What follows belongs to an exercise in optimizing a design on an open flow for small area, a short achievable clock period and few clock cycles per item; a production flow would make more cautious choices.
Only simulation tests tie the RTL to the original design; equivalence was not proved.
Power is estimated from default activity; no workload was simulated.

==> flow/design.v (outline; a module is shown in full before it is edited, if it fits) <==
// module goertzel_multi: 3301 lines
module goertzel_multi #(
  parameter int NUM_BINS     = 4,
  parameter int LOG2_SAMPLES = 9,
  parameter int D_W          = 16,
  parameter int S_W          = 8,
  parameter int FRAC         = 14
) (
  input  logic                    dsp_clk,
  input  logic                    rst_n,
  input  logic                    start,
  input  logic                    coef_wr,
  input  logic [2:0]              coef_idx,
  input  logic [D_W-1:0]          coef_val,
  output logic [LOG2_SAMPLES-1:0] sample_address,
  input  logic [S_W-1:0]          sample_data_in,
  output logic                    busy,
  output logic                    mag_valid,
  input  logic                    mag_ready,
  output logic [2:0]              mag_bin,
  output logic [D_W-1:0]          mag_data,
  output logic                    frame_done
);
  // ...
==> flow/flow/run.sh <==
#!/bin/bash
# The standard layout (standard.sh: the standard flow's synthesis and ORFS flow), with two changes to how
# the layout is made: the port buffers are buf_4 cells instead of the delay-type buffer the
# default choice picks, and timing repair aims 9 ns above the 13 ns constraint so that it also
# works on paths that already meet it. make's full output goes to standard_make.log here.
set -euo pipefail
bash standard.sh "BUFFER_PORTS_ARGS=-buffer_cell sky130_fd_sc_hd__buf_4" SETUP_SLACK_MARGIN=9 finish > standard_make.log 2>&1
==> flow/standard.sh <==
#!/bin/bash
# synth_recipe.tcl (not shown) runs the flow's synth.tcl, then flattens the netlist and writes it again
# the make line also repeats each setting of config.mk as NAME=value (left out here)
make -C /OpenROAD-flow-scripts/flow DESIGN_CONFIG=/design/flow/config.mk WORK_HOME=/design/flow/orfs CLKGATE_MAP_FILE= SYNTH_SCRIPT=/design/flow/synth_recipe.tcl "${@:-finish}"
==> flow/config.mk <==
export PLATFORM = sky130hd
export DESIGN_NAME = goertzel_multi
export DESIGN_NICKNAME = goertzel_multi
export VERILOG_FILES = /design/flow/design.v
export SDC_FILE = /design/flow/constraint.sdc
export NUM_CORES = 4
export LEC_CHECK = 0
export ABC_AREA = 1
export CAP_MARGIN = 20
export CORE_MARGIN = 2
export CORE_UTILIZATION = 60
export SLEW_MARGIN = 20
==> flow/constraint.sdc <==
create_clock -name core_clock -period 13.0 [get_ports {dsp_clk}]
set_input_delay 2.6000 -clock core_clock [delete_from_list [all_inputs] [get_ports {dsp_clk}]]
set_output_delay 2.6000 -clock core_clock [all_outputs]
set_load 0.01 [all_outputs]
==> summary.txt, run 1 <==
* Outcome: timing/DRC/antenna clean
* Maximum capacitance violations at 0
* Antenna cells at 1
* # Taps at 756
* Area after DPL at 35100 sq um
* Area of the die at 59200 sq um
* Arr. time, crit path at 1.32 ns
* GRT Max-Usage Layer: met2
* Chip width at 243 um
* Gpl congestion at 0.950
* Routed length on met3 at 12.5 mm
* Multi-input combinational area share at 52.8%
* M1 wire length at 44.3 mm
* Critical Path Start Type: register
* Synth area leader: dfxtp_1
* Initial core utilization at 60.8%
* Top cell category: multi-input gates
* Final Cell Area at 37700 sq um
* Final Skew at 0.0329 ns
* Simple-Gate Fraction of Synth Area at 14.1%
* Max-slew violations at 0
* Root buf cell: clkbuf_16
* R2R Path End: zlo_1[7]
* Largest power group: combinational logic
* Highest metal used: met4
* Avg Inst Size Synth at 8.67 sq um
* Combinational power share at 50.6%
* Synth top area share at 22.8%
Testbench counts, summed over its fixed seeds: cycles 24,912, frames 24.
==> run 2: changes to the inputs <==
--- a/flow/design.v
+++ b/flow/design.v
@@ -34,32 +34,30 @@
   wire lastacc = accept & (mbin == 2'd3);
   always_comb begin
     if (!rst_n) kn = 11'd0;
     else if (!busy_q) kn = start ? 11'd1 : 11'd0;
     else if (lastacc) kn = 11'd0;
     else if (k == 11'h7FF) kn = k;
     else kn = k + 11'd1;
   end
-  wire [10:0] kd  = !busy_q ? 11'd1 : (k == 11'h7FF) ? k : k + 11'd1;
-  wire [10:0] kn1 = kd + 11'd1;
   logic n_c, n_q, n_t;
   logic s1_rec, s1_early, s1_v, s1_b, s1_a;
   logic rdy_a, rdy_b;
   always_ff @(posedge dsp_clk) begin
-    n_c      <= ((kn1 >= 11'd4) && (kn1 <= 11'd1025)) || (kn1 == 11'd1026) || (kn1 == 11'd1029);
-    n_q      <= (kn1 == 11'd1028) || (kn1 == 11'd1031);
-    n_t      <= (kn1 == 11'd1030) || (kn1 == 11'd1033);
-    s1_rec   <= (kd >= 11'd2) && (kd <= 11'd1025);
-    s1_early <= (kd >= 11'd2) && (kd <= 11'd5);
-    s1_v     <= (kd == 11'd1026) || (kd == 11'd1029);
-    s1_b     <= (kd == 11'd1028) || (kd == 11'd1031);
-    s1_a     <= (kd == 11'd1030) || (kd == 11'd1033);
-    rdy_a    <= (kd >= 11'd1032);
-    rdy_b    <= (kd >= 11'd1035);
+    n_c      <= busy_q & (((k >= 11'd2) && (k <= 11'd1023)) || (k == 11'd1024) || (k == 11'd1027));
+    n_q      <= busy_q & ((k == 11'd1026) || (k == 11'd1029));
+    n_t      <= busy_q & ((k == 11'd1028) || (k == 11'd1031));
+    s1_rec   <= busy_q & ((k >= 11'd1) && (k <= 11'd1024));
+    s1_early <= busy_q & ((k >= 11'd1) && (k <= 11'd4));
+    s1_v     <= busy_q & ((k == 11'd1025) || (k == 11'd1028));
+    s1_b     <= busy_q & ((k == 11'd1027) || (k == 11'd1030));
+    s1_a     <= busy_q & ((k == 11'd1029) || (k == 11'd1032));
+    rdy_a    <= busy_q & ((k >= 11'd1031));
+    rdy_b    <= busy_q & ((k >= 11'd1034));
   end
   wire luse   = s1_a;
   wire zlo_en = s1_b | s1_a;
   wire ty_en  = s1_v;
   logic [17:0] r1_0, r2_0;
   logic [18:0] q1_0, q2_0;
   logic [19:0] e2_0;
   logic [25:0] ha_0, hb_0;
@@ -87,19 +85,19 @@
     q1r_0   <= s1_rec;
     q1k_0   <= ~(s1_rec | s1_b);
     zhi_en_0 <= s1_b;
   end
   wire  [13:0] lrow0 = {zhi_0, zlo_0} & {14{luse}};
   wire  [19:0] qx_0 = {q1_0[18], q1_0};
   logic ex_0, eneg_0, epos_0;
   always_ff @(posedge dsp_clk) begin
-    ex_0   <= (kd >= 11'd2) && (kd <= 11'd1025);
-    eneg_0 <= ((kd >= 11'd6) && (kd <= 11'd1025)) || (kd == 11'd1026) || (kd == 11'd1029);
-    epos_0 <= (kd == 11'd1030) || (kd == 11'd1033);
+    ex_0   <= busy_q & ((k >= 11'd1) && (k <= 11'd1024));
+    eneg_0 <= busy_q & (((k >= 11'd5) && (k <= 11'd1024)) || (k == 11'd1025) || (k == 11'd1028));
+    epos_0 <= busy_q & ((k == 11'd1029) || (k == 11'd1032));
   end
   wire  [7:0]  xe_0 = x_q & {8{ex_0}};
   wire        kp1_0 = s1_b & (r1_0[17:15] == 3'b001 || r1_0[17:15] == 3'b010);    
   wire        kp2_0 = s1_b & (r1_0[17:15] == 3'b011);                                 
   wire        km1_0 = s1_b & (r1_0[17:15] == 3'b101 || r1_0[17:15] == 3'b110);    
   wire  [19:0] q4_0 = {qx_0[17:0], 2'b00};
   wire  [19:0] q8_0 = {qx_0[16:0], 3'b000};
   wire  [19:0] qs_0 = (qx_0 & {20{epos_0}}) | ((~qx_0) & {20{eneg_0}}) |
@@ -878,17 +876,109 @@
   assign l0a_s383 = l0a_c326 ^ 1'b1 ^ l0a_s327;
   assign l0a_c384 = (l0a_c326 & 1'b1) | (l0a_s327 & (l0a_c326 ^ 1'b1));
   assign l0a_s385 = l0a_c328 ^ ~(l0a_pp119) ^ l0a_pp134;
   assign l0a_c386 = (l0a_c328 & ~(l0a_pp119)) | (l0a_pp134 & (l0a_c328 ^ ~(l0a_pp119)));
   assign l0a_s387 = l0a_pp135 ^ 1'b1;
   assign l0a_c388 = l0a_pp135 & 1'b1;
   wire [33:0] s1a_0 = {1'b1, 1'b1, 1'b1, l0a_c388, l0a_c386, l0a_c384, l0a_c382, l0a_c380, l0a_c378, l0a_c376, l0a_c374, l0a_c372, l0a_c370, l0a_c368, l0a_c366, l0a_c364, l0a_c362, l0a_c360, l0a_c358, l0a_c356, l0a_c354, l0a_c352, l0a_c350, l0a_c348, l0a_c346, l0a_c344, l0a_c342, l0a_c340, l0a_c338, l0a_c336, l0a_c334, l0a_c332, l0a_c330, lrow0[0]};
   wire [33:0] s1b_0 = {1'b0, 1'b0, 1'b0, ~(l0a_pp136), l0a_s387, l0a_s385, l0a_s383, l0a_s381, l0a_s379, l0a_s377, l0a_s375, l0a_s373, l0a_s371, l0a_s369, l0a_s367, l0a_s365, l0a_s363, l0a_s361, l0a_s359, l0a_s357, l0a_s355, l0a_s353, l0a_s351, l0a_s349, l0a_s347, l0a_s345, l0a_s343, l0a_s341, l0a_s339, l0a_s337, l0a_s335, l0a_s333, l0a_s331, l0a_s329};
-  wire [8:0] lowsum_0 = {1'b0, s1a_0[7:0]} + {1'b0, s1b_0[7:0]};
+  wire l0l_g0;
+  wire l0l_g1;
+  wire l0l_g2;
+  wire l0l_g3;
+  wire l0l_g4;
+  wire l0l_g5;
+  wire l0l_g6;
+  wire l0l_g7;
+  wire l0l_p0;
+  wire l0l_p1;
+  wire l0l_p2;
+  wire l0l_p3;
+  wire l0l_p4;
+  wire l0l_p5;
+  wire l0l_p6;
+  wire l0l_p7;
+  wire l0l_G1;
+  wire l0l_P1;
+  wire l0l_G2;
+  wire l0l_P2;
+  wire l0l_G3;
+  wire l0l_P3;
+  wire l0l_G4;
+  wire l0l_P4;
+  wire l0l_G5;
+  wire l0l_P5;
+  wire l0l_G6;
+  wire l0l_P6;
+  wire l0l_G7;
+  wire l0l_P7;
+  wire l0l_G8;
+  wire l0l_P8;
+  wire l0l_G9;
+  wire l0l_P9;
+  wire l0l_G10;
+  wire l0l_P10;
+  wire l0l_G11;
+  wire l0l_P11;
+  wire l0l_s0;
+  wire l0l_s1;
+  wire l0l_s2;
+  wire l0l_s3;
+  wire l0l_s4;
+  wire l0l_s5;
+  wire l0l_s6;
+  wire l0l_s7;
+  assign l0l_g0 = lrow0[0] & l0a_s329;
+  assign l0l_p0 = lrow0[0] ^ l0a_s329;
+  assign l0l_g1 = l0a_c330 & l0a_s331;
+  assign l0l_p1 = l0a_c330 ^ l0a_s331;
+  assign l0l_g2 = l0a_c332 & l0a_s333;
+  assign l0l_p2 = l0a_c332 ^ l0a_s333;
+  assign l0l_g3 = l0a_c334 & l0a_s335;
+  assign l0l_p3 = l0a_c334 ^ l0a_s335;
+  assign l0l_g4 = l0a_c336 & l0a_s337;
+  assign l0l_p4 = l0a_c336 ^ l0a_s337;
+  assign l0l_g5 = l0a_c338 & l0a_s339;
+  assign l0l_p5 = l0a_c338 ^ l0a_s339;
+  assign l0l_g6 = l0a_c340 & l0a_s341;
+  assign l0l_p6 = l0a_c340 ^ l0a_s341;
+  assign l0l_g7 = l0a_c342 & l0a_s343;
+  assign l0l_p7 = l0a_c342 ^ l0a_s343;
+  assign l0l_G1 = l0l_g1 | (l0l_p1 & l0l_g0);
+  assign l0l_P1 = l0l_p1 & l0l_p0;
+  assign l0l_G2 = l0l_g3 | (l0l_p3 & l0l_g2);
+  assign l0l_P2 = l0l_p3 & l0l_p2;
+  assign l0l_G3 = l0l_g5 | (l0l_p5 & l0l_g4);
+  assign l0l_P3 = l0l_p5 & l0l_p4;
+  assign l0l_G4 = l0l_g7 | (l0l_p7 & l0l_g6);
+  assign l0l_P4 = l0l_p7 & l0l_p6;
+  assign l0l_G5 = l0l_G2 | (l0l_P2 & l0l_G1);
+  assign l0l_P5 = l0l_P2 & l0l_P1;
+  assign l0l_G6 = l0l_G4 | (l0l_P4 & l0l_G3);
+  assign l0l_P6 = l0l_P4 & l0l_P3;
+  assign l0l_G7 = l0l_G6 | (l0l_P6 & l0l_G5);
+  assign l0l_P7 = l0l_P6 & l0l_P5;
+  assign l0l_G8 = l0l_G3 | (l0l_P3 & l0l_G5);
+  assign l0l_P8 = l0l_P3 & l0l_P5;
+  assign l0l_G9 = l0l_g2 | (l0l_p2 & l0l_G1);
+  assign l0l_P9 = l0l_p2 & l0l_P1;
+  assign l0l_G10 = l0l_g4 | (l0l_p4 & l0l_G5);
+  assign l0l_P10 = l0l_p4 & l0l_P5;
+  assign l0l_G11 = l0l_g6 | (l0l_p6 & l0l_G8);
+  assign l0l_P11 = l0l_p6 & l0l_P8;
+  assign l0l_s0 = l0l_p0 ^ 1'b0;
+  assign l0l_s1 = l0l_p1 ^ l0l_g0;
+  assign l0l_s2 = l0l_p2 ^ l0l_G1;
+  assign l0l_s3 = l0l_p3 ^ l0l_G9;
+  assign l0l_s4 = l0l_p4 ^ l0l_G5;
+  assign l0l_s5 = l0l_p5 ^ l0l_G10;
+  assign l0l_s6 = l0l_p6 ^ l0l_G8;
+  assign l0l_s7 = l0l_p7 ^ l0l_G11;
+  wire [8:0] lowsum_0 = {l0l_G7, l0l_s7, l0l_s6, l0l_s5, l0l_s4, l0l_s3, l0l_s2, l0l_s1, l0l_s0};
   wire l0b_s1;
   wire l0b_c2;
   wire l0b_s3;
   wire l0b_c4;
   wire l0b_s5;
   wire l0b_c6;
   wire l0b_s7;
   wire l0b_c8;
@@ -1680,19 +1770,19 @@
     q1r_1   <= s1_rec;
     q1k_1   <= ~(s1_rec | s1_b);
     zhi_en_1 <= s1_b;
   end
   wire  [13:0] lrow1 = {zhi_1, zlo_1} & {14{luse}};
   wire  [19:0] qx_1 = {q1_1[18], q1_1};
   logic ex_1, eneg_1, epos_1;
   always_ff @(posedge dsp_clk) begin
-    ex_1   <= (kd >= 11'd2) && (kd <= 11'd1025);
-    eneg_1 <= ((kd >= 11'd6) && (kd <= 11'd1025)) || (kd == 11'd1026) || (kd == 11'd1029);
-    epos_1 <= (kd == 11'd1030) || (kd == 11'd1033);
+    ex_1   <= busy_q & ((k >= 11'd1) && (k <= 11'd1024));
+    eneg_1 <= busy_q & (((k >= 11'd5) && (k <= 11'd1024)) || (k == 11'd1025) || (k == 11'd1028));
+    epos_1 <= busy_q & ((k == 11'd1029) || (k == 11'd1032));
   end
   wire  [7:0]  xe_1 = x_q & {8{ex_1}};
   wire        kp1_1 = s1_b & (r1_1[17:15] == 3'b001 || r1_1[17:15] == 3'b010);    
   wire        kp2_1 = s1_b & (r1_1[17:15] == 3'b011);                                 
   wire        km1_1 = s1_b & (r1_1[17:15] == 3'b101 || r1_1[17:15] == 3'b110);    
   wire  [19:0] q4_1 = {qx_1[17:0], 2'b00};
   wire  [19:0] q8_1 = {qx_1[16:0], 3'b000};
   wire  [19:0] qs_1 = (qx_1 & {20{epos_1}}) | ((~qx_1) & {20{eneg_1}}) |
@@ -2471,17 +2561,109 @@
   assign l1a_s383 = l1a_c326 ^ 1'b1 ^ l1a_s327;
   assign l1a_c384 = (l1a_c326 & 1'b1) | (l1a_s327 & (l1a_c326 ^ 1'b1));
   assign l1a_s385 = l1a_c328 ^ ~(l1a_pp119) ^ l1a_pp134;
   assign l1a_c386 = (l1a_c328 & ~(l1a_pp119)) | (l1a_pp134 & (l1a_c328 ^ ~(l1a_pp119)));
   assign l1a_s387 = l1a_pp135 ^ 1'b1;
   assign l1a_c388 = l1a_pp135 & 1'b1;
   wire [33:0] s1a_1 = {1'b1, 1'b1, 1'b1, l1a_c388, l1a_c386, l1a_c384, l1a_c382, l1a_c380, l1a_c378, l1a_c376, l1a_c374, l1a_c372, l1a_c370, l1a_c368, l1a_c366, l1a_c364, l1a_c362, l1a_c360, l1a_c358, l1a_c356, l1a_c354, l1a_c352, l1a_c350, l1a_c348, l1a_c346, l1a_c344, l1a_c342, l1a_c340, l1a_c338, l1a_c336, l1a_c334, l1a_c332, l1a_c330, lrow1[0]};
   wire [33:0] s1b_1 = {1'b0, 1'b0, 1'b0, ~(l1a_pp136), l1a_s387, l1a_s385, l1a_s383, l1a_s381, l1a_s379, l1a_s377, l1a_s375, l1a_s373, l1a_s371, l1a_s369, l1a_s367, l1a_s365, l1a_s363, l1a_s361, l1a_s359, l1a_s357, l1a_s355, l1a_s353, l1a_s351, l1a_s349, l1a_s347, l1a_s345, l1a_s343, l1a_s341, l1a_s339, l1a_s337, l1a_s335, l1a_s333, l1a_s331, l1a_s329};
-  wire [8:0] lowsum_1 = {1'b0, s1a_1[7:0]} + {1'b0, s1b_1[7:0]};
+  wire l1l_g0;
+  wire l1l_g1;
+  wire l1l_g2;
+  wire l1l_g3;
+  wire l1l_g4;
+  wire l1l_g5;
+  wire l1l_g6;
+  wire l1l_g7;
+  wire l1l_p0;
+  wire l1l_p1;
+  wire l1l_p2;
+  wire l1l_p3;
+  wire l1l_p4;
+  wire l1l_p5;
+  wire l1l_p6;
+  wire l1l_p7;
+  wire l1l_G1;
+  wire l1l_P1;
+  wire l1l_G2;
+  wire l1l_P2;
+  wire l1l_G3;
+  wire l1l_P3;
+  wire l1l_G4;
+  wire l1l_P4;
+  wire l1l_G5;
+  wire l1l_P5;
+  wire l1l_G6;
+  wire l1l_P6;
+  wire l1l_G7;
+  wire l1l_P7;
+  wire l1l_G8;
+  wire l1l_P8;
+  wire l1l_G9;
+  wire l1l_P9;
+  wire l1l_G10;
+  wire l1l_P10;
+  wire l1l_G11;
+  wire l1l_P11;
+  wire l1l_s0;
+  wire l1l_s1;
+  wire l1l_s2;
+  wire l1l_s3;
+  wire l1l_s4;
+  wire l1l_s5;
+  wire l1l_s6;
+  wire l1l_s7;
+  assign l1l_g0 = lrow1[0] & l1a_s329;
+  assign l1l_p0 = lrow1[0] ^ l1a_s329;
+  assign l1l_g1 = l1a_c330 & l1a_s331;
+  assign l1l_p1 = l1a_c330 ^ l1a_s331;
+  assign l1l_g2 = l1a_c332 & l1a_s333;
+  assign l1l_p2 = l1a_c332 ^ l1a_s333;
+  assign l1l_g3 = l1a_c334 & l1a_s335;
+  assign l1l_p3 = l1a_c334 ^ l1a_s335;
+  assign l1l_g4 = l1a_c336 & l1a_s337;
+  assign l1l_p4 = l1a_c336 ^ l1a_s337;
+  assign l1l_g5 = l1a_c338 & l1a_s339;
+  assign l1l_p5 = l1a_c338 ^ l1a_s339;
+  assign l1l_g6 = l1a_c340 & l1a_s341;
+  assign l1l_p6 = l1a_c340 ^ l1a_s341;
+  assign l1l_g7 = l1a_c342 & l1a_s343;
+  assign l1l_p7 = l1a_c342 ^ l1a_s343;
+  assign l1l_G1 = l1l_g1 | (l1l_p1 & l1l_g0);
+  assign l1l_P1 = l1l_p1 & l1l_p0;
+  assign l1l_G2 = l1l_g3 | (l1l_p3 & l1l_g2);
+  assign l1l_P2 = l1l_p3 & l1l_p2;
+  assign l1l_G3 = l1l_g5 | (l1l_p5 & l1l_g4);
+  assign l1l_P3 = l1l_p5 & l1l_p4;
+  assign l1l_G4 = l1l_g7 | (l1l_p7 & l1l_g6);
+  assign l1l_P4 = l1l_p7 & l1l_p6;
+  assign l1l_G5 = l1l_G2 | (l1l_P2 & l1l_G1);
+  assign l1l_P5 = l1l_P2 & l1l_P1;
+  assign l1l_G6 = l1l_G4 | (l1l_P4 & l1l_G3);
+  assign l1l_P6 = l1l_P4 & l1l_P3;
+  assign l1l_G7 = l1l_G6 | (l1l_P6 & l1l_G5);
+  assign l1l_P7 = l1l_P6 & l1l_P5;
+  assign l1l_G8 = l1l_G3 | (l1l_P3 & l1l_G5);
+  assign l1l_P8 = l1l_P3 & l1l_P5;
+  assign l1l_G9 = l1l_g2 | (l1l_p2 & l1l_G1);
+  assign l1l_P9 = l1l_p2 & l1l_P1;
+  assign l1l_G10 = l1l_g4 | (l1l_p4 & l1l_G5);
+  assign l1l_P10 = l1l_p4 & l1l_P5;
+  assign l1l_G11 = l1l_g6 | (l1l_p6 & l1l_G8);
+  assign l1l_P11 = l1l_p6 & l1l_P8;
+  assign l1l_s0 = l1l_p0 ^ 1'b0;
+  assign l1l_s1 = l1l_p1 ^ l1l_g0;
+  assign l1l_s2 = l1l_p2 ^ l1l_G1;
+  assign l1l_s3 = l1l_p3 ^ l1l_G9;
+  assign l1l_s4 = l1l_p4 ^ l1l_G5;
+  assign l1l_s5 = l1l_p5 ^ l1l_G10;
+  assign l1l_s6 = l1l_p6 ^ l1l_G8;
+  assign l1l_s7 = l1l_p7 ^ l1l_G11;
+  wire [8:0] lowsum_1 = {l1l_G7, l1l_s7, l1l_s6, l1l_s5, l1l_s4, l1l_s3, l1l_s2, l1l_s1, l1l_s0};
   wire l1b_s1;
   wire l1b_c2;
   wire l1b_s3;
   wire l1b_c4;
   wire l1b_s5;
   wire l1b_c6;
   wire l1b_s7;
   wire l1b_c8;
==> flow/flow/run.sh (replaced) <==
#!/bin/bash
# The standard layout (standard.sh: the standard flow's synthesis and ORFS flow), with two changes to how
# the layout is made: the port buffers are buf_4 cells instead of the delay-type buffer the
# default choice picks, and timing repair aims 8.5 ns above the 13 ns constraint so that it also
# works on paths that already meet it. make's full output goes to standard_make.log here.
set -euo pipefail
bash standard.sh "BUFFER_PORTS_ARGS=-buffer_cell sky130_fd_sc_hd__buf_4" SETUP_SLACK_MARGIN=8.5 finish > standard_make.log 2>&1
==> run 2 against run 1 <==
Synthesized cell count decreased by 2.1%. Maximum frequency shrank 8.5%. Area after synthesis shrank 1.2%. Clock skew shrank 0.0096 ns. Still clean. Global-route usage hardly changed. Hold slack worse by 0.0021 ns. Critical path depth up 19. Die area decreased by 1.2%.
==> summary.txt, run 2 <==
* Outcome: timing/DRC/antenna clean
* Critical Path Start Type: register
* Reg clk slew, reported paths at 0.06 ns
* # nets final at 4286
* Arr. time, crit path at 4.81 ns (+3.49 ns)
* Multi-input logic area at 19000 sq um
* Syn Inst Count at 3877
* Final Cell Area at 36700 sq um (-2.6%)
* H-tree depth reported by CTS at 2
* Critical Path RT at 13.52 ns
* Worst path cell trace: inv_1, fa_1, inv_1, ha_1, nand2_1, inv_1, a21oi_2, nand2_4, nand2_2, nand2_4, fa_1, xor2_1, nor4_1, nand3_1, nor2_1, nand3_1, nor2_2, nand3_1, o21ai_0, nand2_1
* Post-synth EDFFs at 124
* Core ar. at 56200 sq um
* Maximum capacitance violations at 0 (unchanged)
* Final routed DRC violation total at 0
* R2R Path End: r1_0[15]
* Synth area leader: dfxtp_1
* Initial DRC count at 3338
* HP Class: reg -> reg
* Chip width at 242 um (-0.60%)
* Syn_nets at 4328
* Largest net degree at the start of global routing at 51
* Area after DPL at 34700 sq um (-1.1%)
* Gpl congestion at 0.954 (+0.41%)
* Post-synth top flop: dfxtp_1
* Setup TNS at 0 ns
* Root buf cell: clkbuf_16
* Most frequent cells in the layout: inv_1, nand2_1, dfxtp_1
* Clk sinks at 515
* Total GRT Usage at 35.7%
* Netlist cell types at 53
* Biggest register: cf
* CTS Buf Count at 56
* Per-cell routed wire length at 22.5 um
* GRT Residual Overflow at 0
* Slew HR at 15.9%
* Initial core utilization at 60.4% (-0.39 points)
* Drt first pass iters at 6
* CP Max Fanout at 16
* CTS tree: built
* Design Power at 0.00634 W
* Peak supply drop at 0.000165 V
* First-pass GRT wire length at 160 mm
* Hold path startpoint: q1_0[17]
* Seq cells post-synth at 515
* Antenna cells at 0 (-1)
* Synth-to-Final Area Change at 8.11%
* Max-slew violations at 0 (unchanged)
* Slowest stage delay, CP at 0.62 ns
* Cell leakage power at 17.1 nW
* Synth top area share at 23.1% (+0.28 points)
* Antenna viol nets, final at 0
* Hold path cells at 0
* Fmax at 0.233 GHz
* Yosys warnings at 2
* R2R setup slack at 8.71 ns
* Fin crit share at 33.0%
* Hold Vio Cnt, Final at 0
* Max reg flops at 64
* Minimum clock period at 4.29 ns
* Slew @ Worst Pin at 1.26 ns
* CP Class: reg -> reg
* Via count at 27500
* P per Cell Area at 173 nW/um^2
* Register area share after synthesis at 34.0%
* Top cells by area, synth: dfxtp_1, fa_1, edfxtp_1, xor2_1, inv_1
* Nature of the critical path endpoint: register
* Vias in the first global route at 27100
* Worst reg2reg path depth at 20
* Final setup viols at 0
* Synth async-reset ratio at 0%
* Final design utilization at 65.3%
* Layout cells sized above 1 at 7.37%
* Area of the die at 58500 sq um (-1.2%)
* Clk Latency, worst-skew pair at 0.63 ns
* Count leader, synth: inv_1
* Longest Clk Path Bufs at 3
* Rows at 87
* Endpoint, Worst Hold: q2_0[17]
* Vias per std cell at 5.93
* Io pins at 63
* Reg-to-Reg Start: e2_0[1]
* Most common cell after layout, fill and taps aside: inv_1
* Avg Inst Size Synth at 8.75 sq um (+0.92%)
* Final wirelength at 104 mm
* Slowest cell on the critical path: nor2_2
* Final Skew at 0.0233 ns (-0.00956 ns)
* Post-DP HPWL at 76.3 mm
* Number of I/O port buffers at 61
* Fillers at 4724
* Unrepaired setup endpoints after global routing: false
* Sequential Area at 11600 sq um
* Syn Std Cell Area at 33900 sq um
* Die Y at 242 um
* Post-synth top cells: inv_1, nand2_1, dfxtp_1
* Initial antenna violation count at 2
run 2: cell count changes after synthesis, moves of 8 or more:
cell	delta
a221oi_1	-10
a31oi_1	+9
inv_1	+13
nand2_1	-25
nand2_2	+18
nand3_1	-45
nand3_2	+8
nand4_1	-10
nor2_1	-24
nor2_2	-8
o211ai_1	+21
o21ai_0	+9
o22ai_1	-13
run 2: metal layers:
metal / share of wire (%) / vias up / GRT usage [%]
li1: - / 12500 / -
met1: 42 / 13300 / 51.6
met2: 43 / 1551 / 53.2
met3: 11 / 251 / 8.18
met4: 3.4 / 0 / 11.5
met5: 0 / - / 0
run 2: cell families after synthesis:
family          count (synthesis)  synth area share (%)
simple gates                 1039                  13.1
other cells                     1                0.0111
buf+inv                       883                  10.1
mux                             2                0.0664
compound gates                687                  12.8
xor+xnor                      331                  8.54
flops                         515                  34.0
fa+ha+maj                     419                  21.3
run 2: through the flow:
| step | cells | hold WS [ns] | setup WS (ns) |
|---|---|---|---|
| 6_report | 4639 | 0.360 | 8.71 |
| 4_1_cts | 4637 | 0.362 | 8.53 |
| 5_1_grt | 4639 | 0.376 | 8.51 |
| 2_1_floorplan | 3877 | 0.329 | 8.85 |
| 3_3_place_gp | 4531 | 0.351 | 7.84 |
| 3_5_place_dp | 4531 | 0.353 | 7.78 |
run 2: what timing repair did:
item / 4_1_cts / 5_1_grt
gates resized for setup: 2 / 4
pin swaps: 0 / 1
endpoints found under the setup margin: 32 / 39
setup buffers: 0 / 2
hold buffers: 0 / 0
run 2: critical path, delay by kind of cell, from the launching register on:
family,cells,cell delay [ns]
buffers and inverters,3,0.15
AO/OA/AOI/OAI,2,0.41
flip-flops,1,0.31
AND/OR/NAND/NOR,11,1.79
XOR/XNOR,1,0.20
adder cells (fa/ha/maj),3,1.30
run 2: worst max-delay path by stage:
| stage | slack (ns) | end | cells after the start | start |
|---|---|---|---|---|
| 2_1_floorplan | 8.85 | cf[0][0] | 5 | rst_n |
| 3_3_place_gp | 7.84 | cf[1][11] | 5 | rst_n |
| 3_5_place_dp | 7.78 | cf[1][15] | 4 | coef_idx[2] |
| 4_1_cts | 8.53 | cf[3][13] | 4 | coef_idx[2] |
| 5_1_grt | 8.51 | r1_0[15] | 20 | e2_0[1] |
| 6_report | 8.71 | r1_0[15] | 20 | e2_0[1] |
run 2: power breakdown:
part | leakage (nW) | total [W] | internal, W | switching (W)
clock | 0.954 | 0.00170 | 0.000987 | 0.000710
combinational | 11.7 | 0.00233 | 0.000676 | 0.00165
sequential | 4.44 | 0.00232 | 0.00198 | 0.000333
total | 17.1 | 0.00634 | 0.00365 | 0.00269
run 2: layout make-up:
cell class                      count  area share, %
Tap cell                          756           2.58
Clock buffer                       72           4.31
Sequential cell                   515           31.5
Timing Repair Buffer               79           1.65
Multi-Input combinational cell   2479           51.7
Clock inverter                     34           1.03
Inverter                          704           7.21
Testbench counts of run 2, summed over its fixed seeds: cycles 24,912, frames 24.
==> run 3: changes to the inputs <==
==> flow/flow/run.sh (replaced) <==
#!/bin/bash
# The standard layout (standard.sh: the standard flow's synthesis and ORFS flow), with two changes to how
# the layout is made: the port buffers are buf_4 cells instead of the delay-type buffer the
# default choice picks, and timing repair aims 9 ns above the 13 ns constraint so that it also
# works on paths that already meet it. make's full output goes to standard_make.log here.
set -euo pipefail
bash standard.sh "BUFFER_PORTS_ARGS=-buffer_cell sky130_fd_sc_hd__buf_4" SETUP_SLACK_MARGIN=9 finish > standard_make.log 2>&1
==> run 3 against run 2 <==
Maximum frequency up 9.9%. Clock-buffer cell count down 5. Via count about the same. Flip-flop and latch count unchanged. Clock power about the same. Die area unchanged. Combinational power up 4%. Hold slack better by 0.0089 ns. First-iteration DRC count down 1.8%. Critical endpoint is now r1_0[5]. Largest power group unchanged.
==> summary.txt, run 3 <==
* Top cells by area, synth: dfxtp_1, fa_1, edfxtp_1, xor2_1, inv_1
* CP Max Fanout at 6 (-10)
* Fillers at 4748 (+0.51%)
* Clk sinks at 515 (unchanged)
* Fmax at 0.256 GHz (+9.9%)
* Initial antenna violation count at 4 (+2)
* Setup TNS at 0 ns (unchanged)
* Antenna viol nets, final at 0 (unchanged)
* Die Y at 242 um (unchanged)
* Root buf cell: clkbuf_16
* Vias per std cell at 5.90 (-0.65%)
* Slowest cell on the critical path: fa_1
* # nets final at 4312 (+0.61%)
* Final Skew at 0.0302 ns (+0.00687 ns)
* Reg clk slew, reported paths at 0.07 ns (about the same)
* Final routed DRC violation total at 0 (unchanged)
* Area after DPL at 34700 sq um (about the same)
* Slew @ Worst Pin at 1.18 ns (-0.0826 ns)
* WP buf/inv at 1 (-2)
* Netlist cell types at 53 (unchanged)
* Psw at 0.00274 W (+1.5%)
* CTS tree: built
* Io pins at 63 (unchanged)
* Largest net degree at the start of global routing at 51 (unchanged)
* Synth top area share at 23.1% (unchanged)
* Synth-to-Final Area Change at 9.47%
* Drt first pass iters at 6 (unchanged)
* Synth area leader: dfxtp_1
* Switching portion of total power at 42.5% (about the same)
* Post-DP HPWL at 76.1 mm (-0.30%)
* Seq pwr share at 36.3% (-0.3 points)
* Fin crit share at 30.0% (-3.0 points)
* CP top delay family: simple AND/OR/NAND/NOR gates
* Synth async-reset ratio at 0% (unchanged)
* GRT Residual Overflow at 0 (unchanged)
* Max-slew violations at 0 (unchanged)
* Critical Path RT at 13.52 ns (about the same)
* Internal at 0.00370 W (+1.4%)
* Final Cell Area at 37100 sq um (+1.3%)
* Peak supply drop at 0.000166 V (+0.59%)
* Crit path launch: e2_0[3]
* Core ar. at 56200 sq um (unchanged)
* Initial core utilization at 60.4% (unchanged)
* Arr. time, crit path at 4.42 ns (-0.39 ns)
* Worst path cell trace: fa_1, ha_1, nand2_1, nand2_1, nand2_1, nand2_2, a21oi_4, nand2_4, fa_2, xor2_1, nor4_1, nand3_1, nor2_1, nand3_2, nor2_4, clkbuf_16, nand4_1, nand2_1, nand3_1
* Hold path startpoint: q1_0[18]
* Register area share after synthesis at 34.0% (unchanged)
* Layout cells sized above 1 at 9.21% (+1.8 points)
* Avg Inst Size Synth at 8.75 sq um (unchanged)
* Nature of the critical path endpoint: register
* Most frequent cells in the layout: inv_1, nand2_1, dfxtp_1
* Outcome: timing/DRC/antenna clean
* Post-synth top cells: inv_1, nand2_1, dfxtp_1
* H-tree depth reported by CTS at 2 (unchanged)
* Biggest register: cf
* Count leader, synth: inv_1
* Combinational power share at 37.7% (+1.0 points)
* Slew HR at 21.5% (+5.6 points)
* Clk pwr share at 26.0% (-0.8 points)
* P per Cell Area at 173 nW/um^2 (+0.21%)
* Post-synth top flop: dfxtp_1
* Syn Inst Count at 3877 (unchanged)
* Syn Std Cell Area at 33900 sq um (unchanged)
* Longest Clk Path Bufs at 3 (unchanged)
* Slowest stage delay, CP at 0.45 ns (-0.17 ns)
* Clk Latency, worst-skew pair at 0.64 ns (about the same)
* Total GRT Usage at 35.2% (-0.48 points)
* Post-synth EDFFs at 124 (unchanged)
* Number of I/O port buffers at 61 (unchanged)
* CP Class: reg -> reg
* Minimum clock period at 3.90 ns (-0.386 ns)
* Design Power at 0.00643 W (+1.5%)
* Critical Path Most Common Cell: nand2_1
* Maximum capacitance violations at 0 (unchanged)
* Chip width at 242 um (unchanged)
* Cell leakage power at 17.2 nW (+0.62%)
* Rows at 87 (unchanged)
* Unrepaired setup endpoints after global routing: true
* Area of the die at 58500 sq um (unchanged)
* First-pass GRT wire length at 159 mm (-0.97%)
* Most common cell after layout, fill and taps aside: inv_1
* Via count at 27500 (-0.073%)
* Gpl congestion at 0.963 (+0.91%)
* Final wirelength at 104 mm (-0.26%)
* Yosys warnings at 2 (unchanged)
* Critical Path Start Type: register
* Hold Vio Cnt, Final at 0 (unchanged)
* Vias in the first global route at 26500 (-2.0%)
* Max reg flops at 64 (unchanged)
* Final setup viols at 0 (unchanged)
* Syn_nets at 4328 (unchanged)
* Initial DRC count at 3279 (-1.8%)
* Per-cell routed wire length at 22.3 um (-0.84%)
* CTS Buf Count at 56 (unchanged)
* HP Class: reg -> reg
* Reg-to-Reg Start: e2_0[3]
* Seq cells post-synth at 515 (unchanged)
run 3: cell counts after synthesis:
No cell type changed its count.
run 3: cells by family after synthesis:
group                    share of synthesized area [%]
adder cells (fa/ha/maj)                           21.3
AO/OA/AOI/OAI                                     12.8
multiplexers                                    0.0664
XOR/XNOR                                          8.54
buffers and inverters                             10.1
flip-flops                                        34.0
AND/OR/NAND/NOR                                   13.1
other                                           0.0111
run 3: what timing repair did:
action	4_1_cts	5_1_grt
hold buffers	0	0
cloned	0	1
setup buffers	5	21
pin swaps	1	9
gates resized for setup	19	51
setup endpoints to repair	122	67
run 3: final cells by class:
cell class | instances | area, sq um | share of cell area [%]
multi-input combinational | 2479 | 19200 | 51.6
sequential | 515 | 11600 | 31.1
inverter | 704 | 2710 | 7.28
clock buffer | 67 | 1490 | 4.02
tap | 756 | 946 | 2.55
timing repair buffer | 105 | 835 | 2.25
clock inverter | 39 | 418 | 1.13
antenna | 1 | 2.50 | 0.00674
run 3: layer usage:
layer / up-vias / track usage, % / part of all wire (%)
met5: - / 0 / 0.0086
met4: 2 / 10.4 / 3.1
met3: 233 / 7.97 / 11
met2: 1555 / 51.9 / 43
met1: 13200 / 51.8 / 43
li1: 12500 / - / -
run 3: metrics by stage:
step / setup slack (ns) / hold WS (ns) / utilization [%] / std cells
6_report: 9.10 / 0.369 / 66.1 / 4666
5_1_grt: 8.93 / 0.378 / 66.1 / 4665
4_1_cts: 8.98 / 0.367 / 65.4 / 4643
3_5_place_dp: 7.78 / 0.362 / 61.8 / 4532
3_3_place_gp: 7.85 / 0.353 / 61.8 / 4532
2_1_floorplan: 8.85 / 0.329 / - / 3877
run 3: path summary, 6_finish.rpt:
check,endpoint,slack (ns),cells past startpoint
max,r1_0[5],9.10,19
min,q2_0[18],0.37,0
max reg2reg,r1_0[5],9.10,19
min reg2reg,q2_0[18],0.37,0
run 3: power by group through the flow:
stage / clock, W / sequential [W] / combinational (W)
after global placement: 0 / 0.00233 / 0.00218
final: 0.00167 / 0.00234 / 0.00243
after global routing: 0.00174 / 0.00235 / 0.00264
after CTS: 0.00168 / 0.00231 / 0.00226
after detailed placement: 0 / 0.00233 / 0.00223
after floorplan: 0 / 0.00218 / 0.00158
==> run 4: changes to the inputs <==
--- a/flow/config.mk
+++ b/flow/config.mk
@@ -6,7 +6,7 @@
 export NUM_CORES = 4
 export LEC_CHECK = 0
 export ABC_AREA = 1
-export CAP_MARGIN = 20
+export CAP_MARGIN = 5
 export CORE_MARGIN = 2
 export CORE_UTILIZATION = 60
-export SLEW_MARGIN = 20
+export SLEW_MARGIN = 5
==> run 4 against run 3 <==
Still clean on timing, DRC and antenna. Utilization about the same. Non-clock buffer count did not move. Combinational power barely moved. Register-to-register slack about the same. Area after synthesis is the same. First-iteration DRC count about the same. Via count up 0.27%. Total power is essentially flat. Critical endpoint is now sample_address[2]. Largest cell class unchanged.
==> summary.txt, run 4 <==
* Initial core utilization at 60.4% (unchanged)
* Via count at 27600 (+0.27%)
* Non-Filler Instances at 4666 (unchanged)
* HP Class: reg -> reg
* H-tree depth reported by CTS at 2 (unchanged)
* Core ar. at 56200 sq um (unchanged)
* Psw at 0.00274 W (about the same)
* Synth area leader: dfxtp_1
* Hold Vio Cnt, Final at 0 (unchanged)
* Seq cells post-synth at 515 (unchanged)
* Setup TNS at 0 ns (unchanged)
* Final wirelength at 104 mm (about the same)
* Yosys warnings at 2 (unchanged)
* Syn Inst Count at 3877 (unchanged)
* Met2 GRT Util at 51.9% (unchanged)
* Hold buffers post-CTS at 0 (unchanged)
* Most frequent cells in the layout: inv_1, nand2_1, dfxtp_1
* Max-slew violations at 0 (unchanged)
* Biggest register: cf
* Post-DP HPWL at 76.1 mm (unchanged)
* Worst reg2reg path depth at 19 (unchanged)
* Vias per std cell at 5.91 (+0.27%)
* Per-cell routed wire length at 22.3 um (about the same)
* Initial DRC count at 3276 (-0.091%)
* Arr. time, crit path at 1.30 ns (-3.12 ns)
* Clk pwr share at 25.9% (about the same)
* Seq pwr share at 36.3% (about the same)
* DP Cell Count at 4532 (unchanged)
* Gpl congestion at 0.963 (unchanged)
* Minimum clock period at 3.90 ns (-0.000500 ns)
* Syn_nets at 4328 (unchanged)
* M1 GR Usage at 51.8% (unchanged)
* Avg Inst Size Synth at 8.75 sq um (unchanged)
* Initial antenna violation count at 4 (unchanged)
* Cell leakage power at 17.2 nW (about the same)
* Number of I/O port buffers at 61 (unchanged)
* Maximum capacitance violations at 0 (unchanged)
* Fmax at 0.256 GHz (about the same)
* Critical Path Start Type: register
* Vias in the first global route at 26500 (unchanged)
* Antenna viol nets, final at 0 (unchanged)
* Switching portion of total power at 42.5% (about the same)
* Root buf cell: clkbuf_16
* Slew @ Worst Pin at 1.18 ns (+0.00278 ns)
* P per Cell Area at 173 nW/um^2 (about the same)
* Netlist cell types at 53 (unchanged)
* Nature of the critical path endpoint: primary output
* Clk Latency, worst-skew pair at 0.64 ns (about the same)
* Worst path cell trace: buf_4
* Critical Path RT at 10.40 ns (-3.12 ns)
* Slowest cell on the critical path: dfxtp_1
* Chip width at 242 um (unchanged)
* Outcome: timing/DRC/antenna clean
* Most common cell after layout, fill and taps aside: inv_1
* Area of the die at 58500 sq um (unchanged)
* Internal at 0.00370 W (about the same)
* Post-synth top cells: inv_1, nand2_1, dfxtp_1
* Final routed DRC violation total at 0 (unchanged)
* Synth-to-Final Area Change at 9.45% (about the same)
* CP top delay family: flip-flops
* First-pass GRT wire length at 159 mm (unchanged)
* CP Max Fanout at 8 (+2)
* Hold path cells at 0 (unchanged)
* Largest net degree at the start of global routing at 51 (unchanged)
* Final setup viols at 0 (unchanged)
* Rows at 87 (unchanged)
* Clk sinks at 515 (unchanged)
* WP buf/inv at 1 (unchanged)
* Unrepaired setup endpoints after global routing: true
* Combinational power share at 37.8% (about the same)
* Drt first pass iters at 8 (+2)
* Total GRT Usage at 35.2% (unchanged)
* Fin crit share at 30.0% (about the same)
* GRT Residual Overflow at 0 (unchanged)
* Register area share after synthesis at 34.0% (unchanged)
* Peak supply drop at 0.000168 V (+1.3%)
* Syn Std Cell Area at 33900 sq um (unchanged)
* Longest Clk Path Bufs at 3 (unchanged)
* Count leader, synth: inv_1
* GRT Max-Usage Layer: met2
* Post-synth EDFFs at 124 (unchanged)
* Io pins at 63 (unchanged)
* M3 GR Usage at 7.97% (unchanged)
* Slowest stage delay, CP at 0.49 ns (+0.04 ns)
* Final design utilization at 66.1% (about the same)
* Slew HR at 21.3% (-0.19 points)
* Worst path depth at 1 (-18)
* # nets final at 4312 (unchanged)
* Post-synth top flop: dfxtp_1
* Fin worst setup slack at 9.10 ns (+0.000500 ns)
* Final Skew at 0.0288 ns (-0.00141 ns)
* Synth top area share at 23.1% (unchanged)
* Synth async-reset ratio at 0% (unchanged)
* Reg clk slew, reported paths at 0.06 ns (about the same)
* Max reg flops at 64 (unchanged)
* CTS Buf Count at 56 (unchanged)
* Post-place setup slack at 7.78 ns (unchanged)
* Top cells by area, synth: dfxtp_1, fa_1, edfxtp_1, xor2_1, inv_1
* Die Y at 242 um (unchanged)
* Layout cells sized above 1 at 9.18% (-0.026 points)
* CTS tree: built
* CP Class: reg -> out
run 4: cell counts after synthesis:
No cell type changed its count.
run 4: area by class of cell:
class / instances / area, sq um
Fill cell: 4748 / 19000
Tap cell: 756 / 946
Clock buffer: 67 / 1490
Timing Repair Buffer: 105 / 835
Inverter: 704 / 2700
Sequential cell: 515 / 11600
Antenna cell: 1 / 2.50
Multi-Input combinational cell: 2479 / 19200
Clock inverter: 39 / 418
run 4: worst paths after layout:
path | startpoint | endpoint | slack [ns]
worst max-delay path | k[3] | sample_address[2] | 9.10
worst min-delay path | q1_0[18] | q2_0[18] | 0.37
worst max register to register | e2_0[3] | r1_0[5] | 9.11
worst min register to register | q1_0[18] | q2_0[18] | 0.37
run 4: power groups by stage:
| stage | Combinational (W) | Clock, W | Sequential (W) |
|---|---|---|---|
| 3_3_place_gp | 0.00218 | 0 | 0.00233 |
| 2_1_floorplan | 0.00158 | 0 | 0.00218 |
| 3_5_place_dp | 0.00223 | 0 | 0.00233 |
| 6_report | 0.00243 | 0.00167 | 0.00234 |
| 5_1_grt | 0.00264 | 0.00174 | 0.00235 |
| 4_1_cts | 0.00226 | 0.00168 | 0.00231 |
run 4: cell families (layout without fill, tap and decap cells):
kind of cell | count (synthesis) | count (layout) | synth area share (%)
AND/OR/NAND/NOR | 1039 | 1039 | 13.1
buffers and inverters | 883 | 915 | 10.1
AO/OA/AOI/OAI | 687 | 687 | 12.8
flip-flops | 515 | 515 | 34.0
adder cells (fa/ha/maj) | 419 | 419 | 21.3
XOR/XNOR | 331 | 331 | 8.54
multiplexers | 2 | 2 | 0.0664
other | 1 | 2 | 0.0111
run 4: timing repair:
item,CTS,global route
gates cloned,0,1
setup endpoints to repair,122,67
buffers inserted,5,21
pin swaps,1,9
resized for setup,19,50
run 4: metal layers:
metal	wire length [um]	share of wire [%]
met1	44500	43
met2	44300	43
met3	12000	11
met4	3330	3.2
met5	9	0.0086
run 4: metrics by stage:
stage	cell area [sq um]	hold WS [ns]	power (W)
after floorplan	33900	0.329	0.00376
after global placement	34700	0.353	0.00452
after detailed placement	34700	0.362	0.00456
after CTS	36700	0.367	0.00625
after global routing	37100	0.378	0.00673
final	37100	0.369	0.00643

-- port drivers added, routing unchanged --
In the flow no input, the clock included, has a driving cell. The finished layouts below were timed again as built, in two steps.
Step 1: set_driving_cell puts a clkbuf_16 on dsp_clk and a buf_2 on each other input, an assumption about the parent block.
Step 2, shift: input delay + t, output delay - t, t = (earliest + latest rising clock arrival at the registers) / 2. This alone moves slack from input paths to output paths.
Slacks: no drivers / after step 1 / after step 2; pairs: no drivers / after step 1.
| run | t, ns | setup slack, ns | worst setup path after step 2 | worst register clock-pin slew, ns | worst slew at a driven data input, ns |
|---|---|---|---|---|---|
| run 1 | 0.699 | 9.079 / 9.011 / 8.491 | input to register | 0.07 / 0.07 | 0.04 |
| run 2 | 0.685 | 8.712 / 8.712 / 8.120 | input to register | 0.07 / 0.07 | 0.04 |
| run 3 | 0.689 | 9.098 / 9.038 / 8.476 | input to register | 0.07 / 0.07 | 0.04 |
| run 4 | 0.689 | 9.099 / 9.033 / 8.481 | input to register | 0.07 / 0.07 | 0.04 |
After both steps every run listed still meets setup and hold. For run 3, which loses most, drivers alone change the setup slack by -0.060 ns; drivers and shift together by -0.622 ns.
